Context: an optimization exercise on an open-source flow, tuned for small area, a short achievable clock period and few clock cycles per item. The choices shown serve that exercise and are no tape-out recipe. RTL that was checked went through simulation tests only; none was proved equivalent to the original.

== try-juniper ==
==> flow/design.v <==
package fft_pkg;
    localparam int FFT_DW = 16;
    localparam int FFT_TW = 16;
    typedef enum logic [1:0] {LOAD, COMPUTE, UNLOAD} state_t;
    typedef struct packed {
        logic signed [15:0] re;
        logic signed [15:0] im;
    } tw_q14_t;
    function automatic tw_q14_t ifft_twiddle(input logic [1:0] t);
        tw_q14_t w;
        case (t)
            2'd0:    w = {16'sd16384, 16'sd0};
            2'd1:    w = {16'sd11585, 16'sd11585};
            2'd2:    w = {16'sd0, 16'sd16384};
            default: w = {-16'sd11585, 16'sd11585};
        endcase
        ifft_twiddle = w;
    endfunction
    function automatic logic [2:0] bitrev3(input logic [2:0] k);
        bitrev3 = {k[0], k[1], k[2]};
    endfunction
endpackage
module fft_bfly #(
    parameter int DW = 16,
    parameter int TW = 16
) (
    input  logic signed [DW-1:0] a_re,
    input  logic signed [DW-1:0] a_im,
    input  logic signed [DW-1:0] b_re,
    input  logic signed [DW-1:0] b_im,
    input  logic signed [TW-1:0] w_re,
    input  logic signed [TW-1:0] w_im,
    output logic signed [DW-1:0] x_re,
    output logic signed [DW-1:0] x_im,
    output logic signed [DW-1:0] y_re,
    output logic signed [DW-1:0] y_im
);
    localparam int PW = DW + TW + 1;
    localparam int SW = DW + 2;
    localparam logic signed [PW-1:0] RND  = PW'(1) <<< (TW - 3);
    localparam logic signed [SW-1:0] SMAX = SW'(2 ** (DW - 1) - 1);
    localparam logic signed [SW-1:0] SMIN = SW'(-(2 ** (DW - 1)));
    function automatic logic signed [DW-1:0] half_sat(input logic signed [SW-1:0] s);
        logic signed [SW-1:0] h;
        h = s >>> 1;
        if (h > SMAX)      half_sat = DW'(SMAX);
        else if (h < SMIN) half_sat = DW'(SMIN);
        else               half_sat = DW'(h);
    endfunction
    logic signed [PW-1:0] prod_re, prod_im, rnd_re, rnd_im;
    logic signed [SW-1:0] p_re, p_im;
    always_comb begin
        prod_re = PW'(b_re) * PW'(w_re) - PW'(b_im) * PW'(w_im);
        prod_im = PW'(b_re) * PW'(w_im) + PW'(b_im) * PW'(w_re);
        rnd_re  = (prod_re + RND) >>> (TW - 2);
        rnd_im  = (prod_im + RND) >>> (TW - 2);
        p_re    = SW'(rnd_re);
        p_im    = SW'(rnd_im);
        x_re    = half_sat(SW'(a_re) + p_re);
        x_im    = half_sat(SW'(a_im) + p_im);
        y_re    = half_sat(SW'(a_re) - p_re);
        y_im    = half_sat(SW'(a_im) - p_im);
    end
endmodule
module ifft8_stream #(
    parameter int DW = fft_pkg::FFT_DW,
    parameter int TW = fft_pkg::FFT_TW
) (
    input  logic                 clk,
    input  logic                 rst,
    input  logic                 in_valid,
    output logic                 in_ready,
    input  logic signed [DW-1:0] in_re,
    input  logic signed [DW-1:0] in_im,
    output logic                 out_valid,
    input  logic                 out_ready,
    output logic signed [DW-1:0] out_re,
    output logic signed [DW-1:0] out_im,
    output logic                 out_last,
    output logic                 busy
);
    function automatic logic [15:0] hs(input logic [17:0] s);
        if (s[17] != s[16]) hs = s[17] ? 16'h8000 : 16'h7fff;
        else                hs = s[16:1];
    endfunction
    function automatic logic [63:0] csa(input logic [31:0] a, input logic [31:0] b,
                                        input logic [31:0] c);
        csa = {a ^ b ^ c, ((a & b) | (a & c) | (b & c)) << 1};
    endfunction
    function automatic logic [16:0] kmul(input logic [17:0] v, input logic k8191);
        logic [31:0] x, t13, t6, s1, c1, s2, c2, s3, c3, s4, c4, t;
        x   = {{14{v[17]}}, v};
        t13 = (x << 13) | 32'h1fff;
        t6  = (x << 6) | {31'd0, ~k8191};
        {s1, c1} = csa(t13, x << 11, x << 10);
        {s2, c2} = csa(x << 8, t6, x);
        {s3, c3} = csa(s1, c1, s2);
        {s4, c4} = csa(s3, c3, c2);
        t = s4 + c4;
        kmul = t[30:14];
    endfunction
    logic [31:0] xin;
    logic        xin_v, in_ready_q, busy_q;
    logic [31:0] d0, d1, d2, d3;       
    logic [2:0]  fp;                   
    logic [2:0]  r;                    
    logic [32:0] p0;                   
    logic        pv0;
    logic [31:0] e0, e1;
    logic        te0, te1;             
    logic [2:0]  pos1;
    logic [31:0] p1;
    logic        pv1;
    logic [2:0]  posP;
    logic [16:0] pu, pv;
    logic        pmul, pP;
    logic [17:0] xop;                  
    logic        xk;                   
    logic [16:0] qu, qv, mu, mv;
    logic        qmul, pQ, pM;
    logic [31:0] g;
    logic        tg;
    logic [2:0]  pos2;
    logic [31:0] wq;
    logic        wvq;
    logic [31:0] sr0, sr1, sr2;
    logic        sv0, sv1, sv2, sl0, sl1, sl2;
    logic [2:0]  pos3;
    logic [32:0] oreg, skid;
    logic        ovalid, skid_valid;
    logic fill, step, consume, drain, blk1, blk2, go1, go2;
    assign fill    = ~fp[2];
    assign step    = ~skid_valid;
    assign xin     = {in_re, in_im};
    assign xin_v     = in_valid;
    assign consume = step & xin_v;
    assign drain   = step & ~xin_v & fill & (r != 3'd0);
    assign blk1    = pos1[1] & ~pv0;
    assign blk2    = pos2[0] & ~pM;
    assign go1     = step & ~blk1;
    assign go2     = step & ~blk2;
    logic [16:0] s0_sr, s0_si, s0_dr, s0_di, nrot;
    logic [32:0] s0_out;
    logic        s0_rot;
    always_comb begin
        s0_sr = {d3[31], d3[31:16]} + {xin[31], xin[31:16]};
        s0_si = {d3[15], d3[15:0]}  + {xin[15], xin[15:0]};
        s0_dr = {d3[31], d3[31:16]} - {xin[31], xin[31:16]};
        s0_di = {d3[15], d3[15:0]}  - {xin[15], xin[15:0]};
        s0_rot = (r == 3'd1) | (r == 3'd2);
        nrot   = 17'd0 - {d3[15], d3[15:0]};
        if (!fill)       s0_out = {s0_sr[16], s0_sr[16:1], s0_si[16:1]};
        else if (s0_rot) s0_out = {nrot, d3[31:16]};
        else             s0_out = {d3[31], d3};
    end
    logic [17:0] s1_sr, s1_dr;
    logic [16:0] s1_si, s1_di;
    logic [31:0] s1x, s1y;
    always_comb begin
        s1_sr = {{2{e1[31]}}, e1[31:16]} + {p0[32], p0[32:16]};
        s1_dr = {{2{e1[31]}}, e1[31:16]} - {p0[32], p0[32:16]};
        s1_si = {e1[15], e1[15:0]} + {p0[15], p0[15:0]};
        s1_di = {e1[15], e1[15:0]} - {p0[15], p0[15:0]};
        s1x = {s1_sr[16:1], s1_si[16:1]};
        s1y = {s1_dr[16:1], s1_di[16:1]};
    end
    logic        t1, t2, t3, n_mul;
    logic [16:0] re17, im17, ua, ub, va, vb;
    logic [17:0] usum, vsum;
    always_comb begin
        t2   = posP[0] & ~posP[2] & posP[1];
        t1   = posP[0] & posP[2] & ~posP[1];
        t3   = posP[0] & posP[2] & posP[1];
        n_mul = pv1 & (t1 | t3);
        re17 = {p1[31], p1[31:16]};
        im17 = {p1[15], p1[15:0]};
        ua   = t2 ? 17'd0 : re17;
        ub   = t1 ? ~im17 : ((t2 | t3) ? im17 : 17'd0);
        va   = (t1 | t2 | t3) ? re17 : im17;
        vb   = t1 ? im17 : (t3 ? ~im17 : 17'd0);
        usum = {ua, 1'b1} + {ub, t1};
        vsum = {va, 1'b1} + {vb, t3};
    end
    logic [16:0] kprod;
    always_comb kprod = kmul(xop, xk);
    logic        swp;
    logic [17:0] s2_sr, s2_dr, s2_si, s2_di;
    logic [15:0] h_sr, h_dr;
    logic [31:0] s2x, s2y, w2;
    logic        wv2;
    always_comb begin
        swp   = pos2[1];
        s2_sr = {{2{g[31]}}, g[31:16]} + {mu[16], mu};
        s2_dr = {{2{g[31]}}, g[31:16]} - {mu[16], mu};
        s2_si = {{2{g[15]}}, g[15:0]}  + {mv[16], mv};
        s2_di = {{2{g[15]}}, g[15:0]}  - {mv[16], mv};
        h_sr  = hs(s2_sr);
        h_dr  = hs(s2_dr);
        s2x = {swp ? h_dr : h_sr, hs(s2_si)};
        s2y = {swp ? h_sr : h_dr, hs(s2_di)};
        w2  = pos2[0] ? s2x : g;
        wv2 = pos2[0] ? pM : tg;
    end
    logic        direct;
    logic [31:0] ow, tw;
    logic        ov, ol, tv, tl, push;
    always_comb begin
        direct = wvq & ((pos3 == 3'd4) | (pos3 == 3'd6));
        ow = direct ? wq : sr2;
        ov = direct ? 1'b1 : sv2;
        ol = direct ? 1'b0 : sl2;
        tw = direct ? sr2 : wq;
        tv = direct ? sv2 : wvq;
        tl = direct ? sl2 : (wvq & (pos3 == 3'd7));
        push = step & ov;
    end
    logic take_ok, skid_valid_d;
    always_comb begin
        take_ok      = ~ovalid | out_ready;
        skid_valid_d = take_ok ? 1'b0 : (skid_valid | push);
    end
    always_ff @(posedge clk) begin
        in_ready_q <= ~skid_valid_d;
        busy_q     <= skid_valid_d;
        if (consume) begin
            d3 <= d2; d2 <= d1; d1 <= d0;
            d0 <= fill ? xin : {s0_dr[16:1], s0_di[16:1]};
        end else if (drain) begin
            if (r >= 3'd2) d3 <= d2;
            if (r >= 3'd3) d2 <= d1;
            if (r >= 3'd4) d1 <= d0;
        end
        if (step) begin
            p0   <= s0_out;
            p1   <= pos1[1] ? s1x : e1;
            pu   <= usum[17:1];
            pv   <= vsum[17:1];
            pmul <= n_mul;
            xop  <= n_mul ? {usum[17], usum[17:1]} : {pv[16], pv};
            xk   <= n_mul & t3;
            qu   <= pmul ? kprod : pu;
            qv   <= pv;
            qmul <= pmul;
            mu   <= qu;
            mv   <= qmul ? kprod : qv;
            wq   <= w2;
            sr2 <= sr1; sr1 <= sr0; sr0 <= tw;
        end
        if (go1 & (pv0 | te0)) e1 <= e0;
        if (go1 & pv0) e0 <= pos1[1] ? s1y : p0[31:0];
        if (go2 & pM) g <= pos2[0] ? s2y : {mu[15:0], mv[15:0]};
        if (take_ok) oreg <= skid_valid ? skid : {ol, ow};
        else if (push) skid <= {ol, ow};
    end
    always_ff @(posedge clk or posedge rst) begin
        if (rst) begin
            fp <= '0; r <= '0; pv0 <= 1'b0;
            te0 <= 1'b0; te1 <= 1'b0; pos1 <= '0; pv1 <= 1'b0;
            posP <= '0; pP <= 1'b0; pQ <= 1'b0; pM <= 1'b0;
            tg <= 1'b0; pos2 <= '0; wvq <= 1'b0;
            sv0 <= 1'b0; sv1 <= 1'b0; sv2 <= 1'b0;
            sl0 <= 1'b0; sl1 <= 1'b0; sl2 <= 1'b0;
            pos3 <= '0;
            ovalid <= 1'b0; skid_valid <= 1'b0;
        end else begin
            skid_valid <= skid_valid_d;
            if (take_ok) ovalid <= skid_valid | push;
            if (consume) begin
                fp <= fp + 3'd1;
                if (fp == 3'd7)          r <= 3'd4;
                else if (r != 3'd0)      r <= r - 3'd1;
            end else if (drain) begin
                r <= r - 3'd1;
            end
            if (step) begin
                pv0  <= fill ? (r != 3'd0) : xin_v;
                pv1  <= pos1[1] ? pv0 : te1;
                pP   <= pv1;
                if (pv1) posP <= posP + 3'd1;
                pQ   <= pP;
                pM   <= pQ;
                wvq  <= wv2;
                sv2 <= sv1; sv1 <= sv0; sv0 <= tv;
                sl2 <= sl1; sl1 <= sl0; sl0 <= tl;
                if (wvq) pos3 <= pos3 + 3'd1;
            end
            if (go1) begin
                te1 <= te0;
                te0 <= pv0 & pos1[1];
                if (pv0) pos1 <= pos1 + 3'd1;
            end
            if (go2) begin
                tg <= pM & pos2[0];
                if (pM) pos2 <= pos2 + 3'd1;
            end
        end
    end
    assign in_ready  = in_ready_q;
    assign busy      = busy_q;
    assign out_valid = ovalid;
    assign out_last  = oreg[32];
    assign out_re    = oreg[31:16];
    assign out_im    = oreg[15:0];
endmodule
clock: 14.0 ns
lec_check: 0
cap_margin: 20
core_margin: 2
core_utilization: 40
slew_margin: 20
standard.sh (not shown) runs the stock make flow with config.mk's settings and CLKGATE_MAP_FILE= SYNTH_SCRIPT=/design/flow/synth_recipe.tcl, a recipe that flattens the netlist after the stock synthesis.
==> flow/flow/run.sh <==
#!/bin/bash
# The standard layout; timing repair aims 10 ns beyond the required setup
# slack and works on the worst 10% of endpoints.
bash standard.sh SETUP_SLACK_MARGIN=10 TNS_END_PERCENT=10 finish > standard.log 2>&1
Changes in try-zinc relative to try-juniper:
diff --git a/flow/design.v b/flow/design.v
--- a/flow/design.v
+++ b/flow/design.v
@@ -99,8 +99,8 @@
         t = s4 + c4;
         kmul = t[30:14];
     endfunction
-    logic [31:0] xin;
-    logic        xin_v, in_ready_q, busy_q;
+    logic [31:0] inq;
+    logic        v_q, in_ready_q, busy_q;
     logic [31:0] d0, d1, d2, d3;       
     logic [2:0]  fp;                   
     logic [2:0]  r;                    
@@ -131,10 +131,8 @@
     logic fill, step, consume, drain, blk1, blk2, go1, go2;
     assign fill    = ~fp[2];
     assign step    = ~skid_valid;
-    assign xin     = {in_re, in_im};
-    assign xin_v     = in_valid;
-    assign consume = step & xin_v;
-    assign drain   = step & ~xin_v & fill & (r != 3'd0);
+    assign consume = step & v_q;
+    assign drain   = step & ~v_q & fill & (r != 3'd0);
     assign blk1    = pos1[1] & ~pv0;
     assign blk2    = pos2[0] & ~pM;
     assign go1     = step & ~blk1;
@@ -143,10 +141,10 @@
     logic [32:0] s0_out;
     logic        s0_rot;
     always_comb begin
-        s0_sr = {d3[31], d3[31:16]} + {xin[31], xin[31:16]};
-        s0_si = {d3[15], d3[15:0]}  + {xin[15], xin[15:0]};
-        s0_dr = {d3[31], d3[31:16]} - {xin[31], xin[31:16]};
-        s0_di = {d3[15], d3[15:0]}  - {xin[15], xin[15:0]};
+        s0_sr = {d3[31], d3[31:16]} + {inq[31], inq[31:16]};
+        s0_si = {d3[15], d3[15:0]}  + {inq[15], inq[15:0]};
+        s0_dr = {d3[31], d3[31:16]} - {inq[31], inq[31:16]};
+        s0_di = {d3[15], d3[15:0]}  - {inq[15], inq[15:0]};
         s0_rot = (r == 3'd1) | (r == 3'd2);
         nrot   = 17'd0 - {d3[15], d3[15:0]};
         if (!fill)       s0_out = {s0_sr[16], s0_sr[16:1], s0_si[16:1]};
@@ -214,17 +212,20 @@
         tl = direct ? sl2 : (wvq & (pos3 == 3'd7));
         push = step & ov;
     end
-    logic take_ok, skid_valid_d;
+    logic take_ok, accept, v_q_d, skid_valid_d;
     always_comb begin
         take_ok      = ~ovalid | out_ready;
+        accept       = in_valid & in_ready_q;
+        v_q_d        = accept | (v_q & ~consume);
         skid_valid_d = take_ok ? 1'b0 : (skid_valid | push);
     end
     always_ff @(posedge clk) begin
-        in_ready_q <= ~skid_valid_d;
-        busy_q     <= skid_valid_d;
+        in_ready_q <= ~(v_q_d & skid_valid_d);
+        busy_q     <= v_q_d & skid_valid_d;
+        if (accept) inq <= {in_re, in_im};
         if (consume) begin
             d3 <= d2; d2 <= d1; d1 <= d0;
-            d0 <= fill ? xin : {s0_dr[16:1], s0_di[16:1]};
+            d0 <= fill ? inq : {s0_dr[16:1], s0_di[16:1]};
         end else if (drain) begin
             if (r >= 3'd2) d3 <= d2;
             if (r >= 3'd3) d2 <= d1;
@@ -254,6 +255,7 @@
     end
     always_ff @(posedge clk or posedge rst) begin
         if (rst) begin
+            v_q <= 1'b0;
             fp <= '0; r <= '0; pv0 <= 1'b0;
             te0 <= 1'b0; te1 <= 1'b0; pos1 <= '0; pv1 <= 1'b0;
             posP <= '0; pP <= 1'b0; pQ <= 1'b0; pM <= 1'b0;
@@ -263,6 +265,7 @@
             pos3 <= '0;
             ovalid <= 1'b0; skid_valid <= 1'b0;
         end else begin
+            v_q        <= v_q_d;
             skid_valid <= skid_valid_d;
             if (take_ok) ovalid <= skid_valid | push;
             if (consume) begin
@@ -273,7 +276,7 @@
                 r <= r - 3'd1;
             end
             if (step) begin
-                pv0  <= fill ? (r != 3'd0) : xin_v;
+                pv0  <= fill ? (r != 3'd0) : v_q;
                 pv1  <= pos1[1] ? pv0 : te1;
                 pP   <= pv1;
                 if (pv1) posP <= posP + 3'd1;
--- outcome ---
Delta (try-zinc minus try-juniper): met1 demand-to-capacity share in global routing increased 0.52 points, total routed wire length on the met1 layer grew by 4.7%, wire length of the first global-routing pass shows an increase of 1.6%.
In try-zinc the post-detailed-routing wire length turned out 710 um higher than in try-juniper.
The actual transition at the worst max-transition pin in try-zinc sits 0.031 ns above the value recorded for try-juniper.
Summary of the comparison: setup slack is higher in try-zinc, relative to try-juniper.
Looking at area growth from synthesis to final layout across try-zinc and try-juniper, the one that comes out higher is try-juniper.
The cell area number comes out lower for try-juniper vs try-zinc.
Testbench counts of try-zinc, summed over its fixed seeds: cycles 4,240, frames 512.
No functional check of the RTL was part of try-juniper.

## what the ideal ports hide
The flow's constraints put no driver on any port. The routed layouts listed below were extracted and timed again, unchanged, in two steps. Step 1 assumes that a clkbuf_16 drives the clock port and a buf_2 every other input. Step 2 also shifts input and output timing later by t, the mid clock arrival at the registers, as if the neighbouring blocks saw the same clock. Slacks: ideal ports / drivers / drivers and shift; pairs: ideal ports / drivers.
run	t (ns)	setup WS [ns]	worst hold slack (ns)	worst register clock-pin slew, ns
try-juniper	0.678	9.518 / 9.518 / 8.860	0.409 / 0.409 / 0.409	0.06 / 0.06
try-zinc	0.685	9.797 / 9.797 / 9.284	0.403 / 0.403 / 0.403	0.06 / 0.06
After both steps every run listed still meets setup and hold. For try-juniper, which loses most, drivers alone change the setup slack by 0.000 ns; drivers and shift together by -0.658 ns.
